Context: an optimization exercise on an open-source flow, tuned for small area, a short achievable clock period and few clock cycles per item. The choices shown serve that exercise and are no tape-out recipe.
In this exercise RTL edits were held to simulation tests only and were not proved equivalent to the original.
Power is estimated from default activity; no workload was simulated.

Design text_line_statistics_top, start of the top module:
module text_line_statistics_top #(
   parameter int COUNT_BITS = tls_pkg::COUNT_BITS_DEFAULT
) (
   input  wire logic                           clock,
   input  wire logic                           reset,
   input  wire logic                           req_tvalid,
   output logic                                req_tready,
   input  wire logic [tls_pkg::BYTE_BITS-1:0]  req_tdata,   
   input  wire logic                           req_tuser,   
   output logic                                rsp_tvalid,
   input  wire logic                           rsp_tready,
   output logic [tls_pkg::RSP_BITS-1:0]        rsp_tdata
);
   logic                    s1_data, s1_nl, s1_eof;
   logic                    rsp_valid_ff;
   logic                    last, take;
   logic [COUNT_BITS-1:0]   file_bytes, file_lines, file_empty, width_min, width_max;
   logic [7*COUNT_BITS-1:0] words;
   assign take = rsp_valid_ff && rsp_tready;
   tls_in_stage u_in_stage (
      .clock    (clock),
      .reset    (reset),
      .in_valid (req_tvalid),
      .in_ready (req_tready),
      .in_data  (req_tdata),
      .in_eof   (req_tuser),
      .resume   (take),
      .out_data (s1_data),
      .out_nl   (s1_nl),
      .out_eof  (s1_eof)
   );
   tls_file_stats #(
      .COUNT_BITS (COUNT_BITS)
   ) u_file_stats (
      .clock      (clock),
      .clear      (reset || take),
      .data       (s1_data),
      .nl         (s1_nl),
      .file_bytes (file_bytes),
      .file_lines (file_lines),
      .file_empty (file_empty),
      .width_min  (width_min),
      .width_max  (width_max)
   );
   tls_totals #(
      .COUNT_BITS (COUNT_BITS)
   ) u_totals (
      .clock      (clock),
      .reset      (reset),
      .start      (s1_eof),
      .done       (last),
      .file_bytes (file_bytes),
      .file_lines (file_lines),
      .file_empty (file_empty),
      .words      (words)
   );
   always_ff @(posedge clock) begin
      if (reset) begin
         rsp_valid_ff <= 1'b0;
      end else begin
         rsp_valid_ff <= last || (rsp_valid_ff && !rsp_tready);
      end
   end
   assign rsp_tvalid = rsp_valid_ff;
   assign rsp_tdata  = {words, width_max, width_min, file_empty, file_lines, file_bytes};
endmodule
Settings: LEC_CHECK=0, CAP_MARGIN=20, CORE_MARGIN=2, CORE_UTILIZATION=40, CTS_CLUSTER_DIAMETER=60, CTS_CLUSTER_SIZE=20, SETUP_SLACK_MARGIN=1.6, SLEW_MARGIN=20; clock period 3.5 ns.
standard.sh (not shown) runs the stock make flow with config.mk's settings and CLKGATE_MAP_FILE= SYNTH_SCRIPT=/design/flow/synth_recipe.tcl, a recipe that flattens the netlist after the stock synthesis.
==> flow/flow/run.sh <==
#!/bin/bash
# Standard layout, with plain buf_1 cells as the port buffers.
set -euo pipefail
export BUFFER_PORTS_ARGS="-buffer_cell sky130_fd_sc_hd__buf_1"
bash standard.sh > standard_flow.log 2>&1
Testbench counts at the start, summed over its fixed seeds: cycles 102,685, items 100,653.
==> next run, changes <==
==> flow/flow/run.sh (replaced) <==
#!/bin/bash
# Standard layout, with plain buf_1 cells as the port buffers and timing repair free to
# pick cells of any footprint.
set -euo pipefail
export BUFFER_PORTS_ARGS="-buffer_cell sky130_fd_sc_hd__buf_1"
bash standard.sh MATCH_CELL_FOOTPRINT=0 finish > standard_flow.log 2>&1
Settings changed: CTS_CLUSTER_DIAMETER 60 to default, CTS_CLUSTER_SIZE 20 to default, SETUP_SLACK_MARGIN 1.6 to 1.3.
Core utilization went down by 2.9 points.
Setup slack gains 0.018 ns.
Count of clock-buffer cells in the layout went up by 17.
Die area does not change.
Clock power went up by about 6%.
Power went up by 2.3%.
Critical path depth went down by 1.
Global-route usage went down by 1.2 points.
Final area went down by about 5.6%.
==> next run, changes <==
==> flow/flow/run.sh (replaced) <==
#!/bin/bash
# Standard layout, with plain buf_1 cells as the port buffers.
set -euo pipefail
export BUFFER_PORTS_ARGS="-buffer_cell sky130_fd_sc_hd__buf_1"
bash standard.sh > standard_flow.log 2>&1
- synthesized cell count is unchanged
- sequential share of layout area stays the same
- total power is unchanged
- cell area is unchanged
- wire length does not change
- worst setup slack stays the same
- cell count stays the same
- sequential power stays flat
- area after synthesis is unchanged
- maximum frequency is unchanged
- non-clock buffer count is unchanged


text_line_statistics_top, a different RTL version from the one above (not shown whole).
For scale: ~260 flip-flops, about 210 I/O pins, ~11000 µm² of cells after synthesis.
clock: 3.5 ns
lec_check: 0
cap_margin: 20
core_margin: 2
core_utilization: 40
setup_slack_margin: 1.6
slew_margin: 20
==> flow/flow/run.sh <==
#!/bin/bash
# Standard layout, with plain buf_1 cells as the port buffers and a clock tree of larger
# sink clusters without dummy loads.
set -euo pipefail
export BUFFER_PORTS_ARGS="-buffer_cell sky130_fd_sc_hd__buf_1"
export CTS_ARGS="-sink_clustering_enable -repair_clock_nets -dont_use_dummy_load -sink_clustering_size 24 -sink_clustering_max_diameter 80"
bash standard.sh > standard_flow.log 2>&1
The baseline passed the timing, DRC and antenna checks.
Testbench counts at the start, summed over its fixed seeds: cycles 102,685, items 100,653.
==> next run, changes <==
- CORE_UTILIZATION: 40 -> 55
- SETUP_SLACK_MARGIN: 1.6 -> 1.45
Result: Count of clock-buffer cells in the layout shrinks by 1. Worst setup slack is better by 9.2 ps. Register-to-register slack stays flat. Clock skew shrinks by 25 ps. Critical path depth does not change. Design area shrinks by 2.6%. Final cell count shrinks by 5.9%. Non-clock buffer count shrinks by 13.
==> next run, changes <==
- CORE_UTILIZATION: 55 -> 40
Design area goes up by 1.0%.
Power rose by 0.96%.
Final cell count came out higher by 5.6%.
Sequential power hardly moves.
Via count hardly moves.
Area after synthesis does not change.


Setup of sierra:
Another version of the RTL of text_line_statistics_top (not shown whole).
Size in the first run: roughly 1,000 cells after synthesis, roughly 260 flip-flops, ~210 I/O pins.
Settings: LEC_CHECK=0, CAP_MARGIN=20, CORE_MARGIN=2, CORE_UTILIZATION=40, SETUP_SLACK_MARGIN=1.3, SLEW_MARGIN=20; clock period 3.5 ns.
==> flow/flow/run.sh <==
#!/bin/bash
# Standard layout, with plain buf_1 cells as the port buffers and a clock tree of larger
# sink clusters without dummy loads.
set -euo pipefail
export BUFFER_PORTS_ARGS="-buffer_cell sky130_fd_sc_hd__buf_1"
export CTS_ARGS="-sink_clustering_enable -repair_clock_nets -dont_use_dummy_load -sink_clustering_size 16 -sink_clustering_max_diameter 60 -root_buf sky130_fd_sc_hd__clkbuf_16 -buf_list sky130_fd_sc_hd__clkbuf_8"
bash standard.sh > standard_flow.log 2>&1
Testbench counts of sierra, summed over its fixed seeds: cycles 102,685, items 100,653.
[inputs] pepper vs sierra
==> flow/flow/run.sh <==
#!/bin/bash
# Standard layout, with plain buf_1 cells as the port buffers and a clock tree of larger
# sink clusters without dummy loads.
set -euo pipefail
export BUFFER_PORTS_ARGS="-buffer_cell sky130_fd_sc_hd__buf_1"
export CTS_ARGS="-sink_clustering_enable -repair_clock_nets -dont_use_dummy_load -sink_clustering_size 24 -sink_clustering_max_diameter 80"
bash standard.sh > standard_flow.log 2>&1
==> comparison <==
Between sierra and pepper, the share of the core filled with cells figures differ only marginally. Diff sierra -> pepper: sequential share of cell area did not really move, total detailed-routing wirelength went down. Row cell depth of the worst setup path: pepper lower / sierra higher. pepper and sierra ended up with nearly the same register-to-register setup slack. pepper vs. sierra: logic depth of the worst register-to-register path went down by 1. The higher transition time of the tightest slew-check pin of pepper and sierra is in pepper. Looking at total of clock buffers placed in the layout, pepper sits 9 lower than sierra does.
Edits applied to the flow inputs when going from pepper to xenon:
Settings: CORE_UTILIZATION: 40 -> 65.
--- outcome ---
- Having completed the whole flow, xenon delivered a layout that passed the timing, DRC and antenna checks.
- Taking xenon over pepper, the wire length of the first global-routing pass ratio works out to 0.929.
- Compare xenon and pepper | multi-input combinational cell area higher: pepper
- xenon vs pepper — tapcell count dropped by more than a quarter
- Compared with pepper, xenon shows a lower fmax.
- Final cell count shrinks by a little under 10% when moving from pepper to xenon.
- When xenon is measured against pepper, its part of the cycle the worst path needs turns out 1.3 points higher.
- xenon leaves less setup margin than pepper.
## Diff of input files: lagoon against xenon
Settings: changing CORE_UTILIZATION from 65 to 40.
==> flow/flow/run.sh <==
#!/bin/bash
# Standard layout, with plain buf_1 cells as the port buffers.
set -euo pipefail
export BUFFER_PORTS_ARGS="-buffer_cell sky130_fd_sc_hd__buf_1"
bash standard.sh > standard_flow.log 2>&1
Findings:
lagoon ended with every stage complete and zero timing, DRC or antenna violations. [compare] base=xenon new=lagoon: CTS H-tree depth was more or less identical; per-cell routed wire length went down by 1.2%. Against xenon, switching power in lagoon came out worse. On register area, xenon and lagoon are neck and neck. [compare] base=xenon new=lagoon: footprint of the multi-input gates shows an increase of 39 um^2, total track usage shows a reduction of 8.5 points, clock buffer and inverter area fraction after layout shows an increase of 4.6 points, starting density of the core shows a reduction of 26 points, final clock period utilization by the worst path shows a reduction of 1.8 points. A critical path's slowest cell of dfxtp_1 is what lagoon shows, while edfxtp_1 belongs to xenon. Between xenon and lagoon, setup slack of the critical path after layout increased.


== run B ==
RTL: one of the versions met above, not the one the previous note started from.
Size: about 1000 cells after synthesis.
==> flow/config.mk <==
export PLATFORM = sky130hd
export DESIGN_NAME = text_line_statistics_top
export DESIGN_NICKNAME = text_line_statistics_top
export VERILOG_FILES = /design/flow/design.v
export SDC_FILE = /design/flow/constraint.sdc
export NUM_CORES = 4
export LEC_CHECK = 0
export CAP_MARGIN = 20
export CORE_MARGIN = 2
export CORE_UTILIZATION = 40
export SETUP_SLACK_MARGIN = 1.3
export SLEW_MARGIN = 20
==> flow/constraint.sdc <==
create_clock -name core_clock -period 3.5 [get_ports {clock}]
set_input_delay 0.7000 -clock core_clock [delete_from_list [all_inputs] [get_ports {clock}]]
set_output_delay 0.7000 -clock core_clock [all_outputs]
set_load 0.01 [all_outputs]
==> flow/flow/run.sh <==
#!/bin/bash
# Standard layout, with plain buf_1 cells as the port buffers and a clock tree of larger
# sink clusters without dummy loads.
set -euo pipefail
export BUFFER_PORTS_ARGS="-buffer_cell sky130_fd_sc_hd__buf_1"
export CTS_ARGS="-sink_clustering_enable -repair_clock_nets -dont_use_dummy_load -sink_clustering_size 24 -sink_clustering_max_diameter 80"
bash standard.sh > standard_flow.log 2>&1
Run B finished end to end and its layout was clean on timing, DRC and antenna.
Testbench counts of run B, summed over its fixed seeds: cycles 102,685, items 100,653.
Edits applied to the flow inputs when going from run B to run G:
# run B
export LEC_CHECK = 0
export CAP_MARGIN = 20
export CORE_MARGIN = 2
export CORE_UTILIZATION = 40
export SETUP_SLACK_MARGIN = 1.3
export SLEW_MARGIN = 20
create_clock -name core_clock -period 3.5 [get_ports {clock}]
# run G
export LEC_CHECK = 0
export CAP_MARGIN = 20
export CORE_MARGIN = 2
export CORE_UTILIZATION = 65
export SETUP_SLACK_MARGIN = 1.45
export SLEW_MARGIN = 20
create_clock -name core_clock -period 3.5 [get_ports {clock}]
Against run B, pre-CTS setup slack in run G came out better. Going from run B to run G, switching share of power went down by 0.60 points, met3 wire length went down by 75 um. Run G vs run B: die boundary height down. Going from run B to run G, sequential cell area share has increased; worst hold-check slack has increased; post-CTS setup repair buffer count has increased; leakage component of the power has remained practically unchanged; highest ir drop seen on vdd has increased. Diff run B..run G | number of CTS-inserted buffers | unchanged.

[re-timing with driven ports]
How much do the figures lean on ideal ports? The routed layouts below were timed once more, with nothing changed but the port constraints.
Step 1: set_driving_cell puts a clkbuf_16 on clock and a buf_2 on each other input, an assumption about the parent block.
Step 2 times the ports against the registers' clock, not the clock port: input delays grow and output delays shrink by t, the midpoint of the rising clock arrivals with the driver on.
a / b / c = ideal / step 1 / step 2; a / b = the first two.
| run | t, ns | slack for setup (ns) | worst setup path at the end |
|---|---|---|---|
| the first run of note 1 | 0.579 | 1.290 / 1.290 / 1.290 | register to register |
| the second run of note 1 | 0.575 | 1.308 / 1.308 / 1.308 | register to register |
| the third run of note 1 | 0.575 | 1.308 / 1.308 / 1.308 | register to register |
| the first run of note 2 | 0.520 | 1.447 / 1.447 / 1.298 | input to register |
| the second run of note 2 | 0.513 | 1.456 / 1.456 / 1.204 | input to register |
| the third run of note 2 | 0.526 | 1.444 / 1.434 / 1.268 | input to register |
| sierra | 0.524 | 1.431 / 1.431 / 1.415 | input to register |
| pepper | 0.532 | 1.432 / 1.432 / 1.432 | register to register |
| xenon | 0.510 | 1.387 / 1.387 / 1.387 | register to register |
| lagoon | 0.583 | 1.451 / 1.419 / 1.429 | input to register |
| run B | 0.520 | 1.332 / 1.332 / 1.272 | input to register |
| run G | 0.508 | 1.399 / 1.399 / 1.171 | input to register |
After both steps setup and hold are still met in every run listed. For the second run of note 2, which loses most, drivers alone change the setup slack by 0.000 ns; drivers and shift together by -0.252 ns.
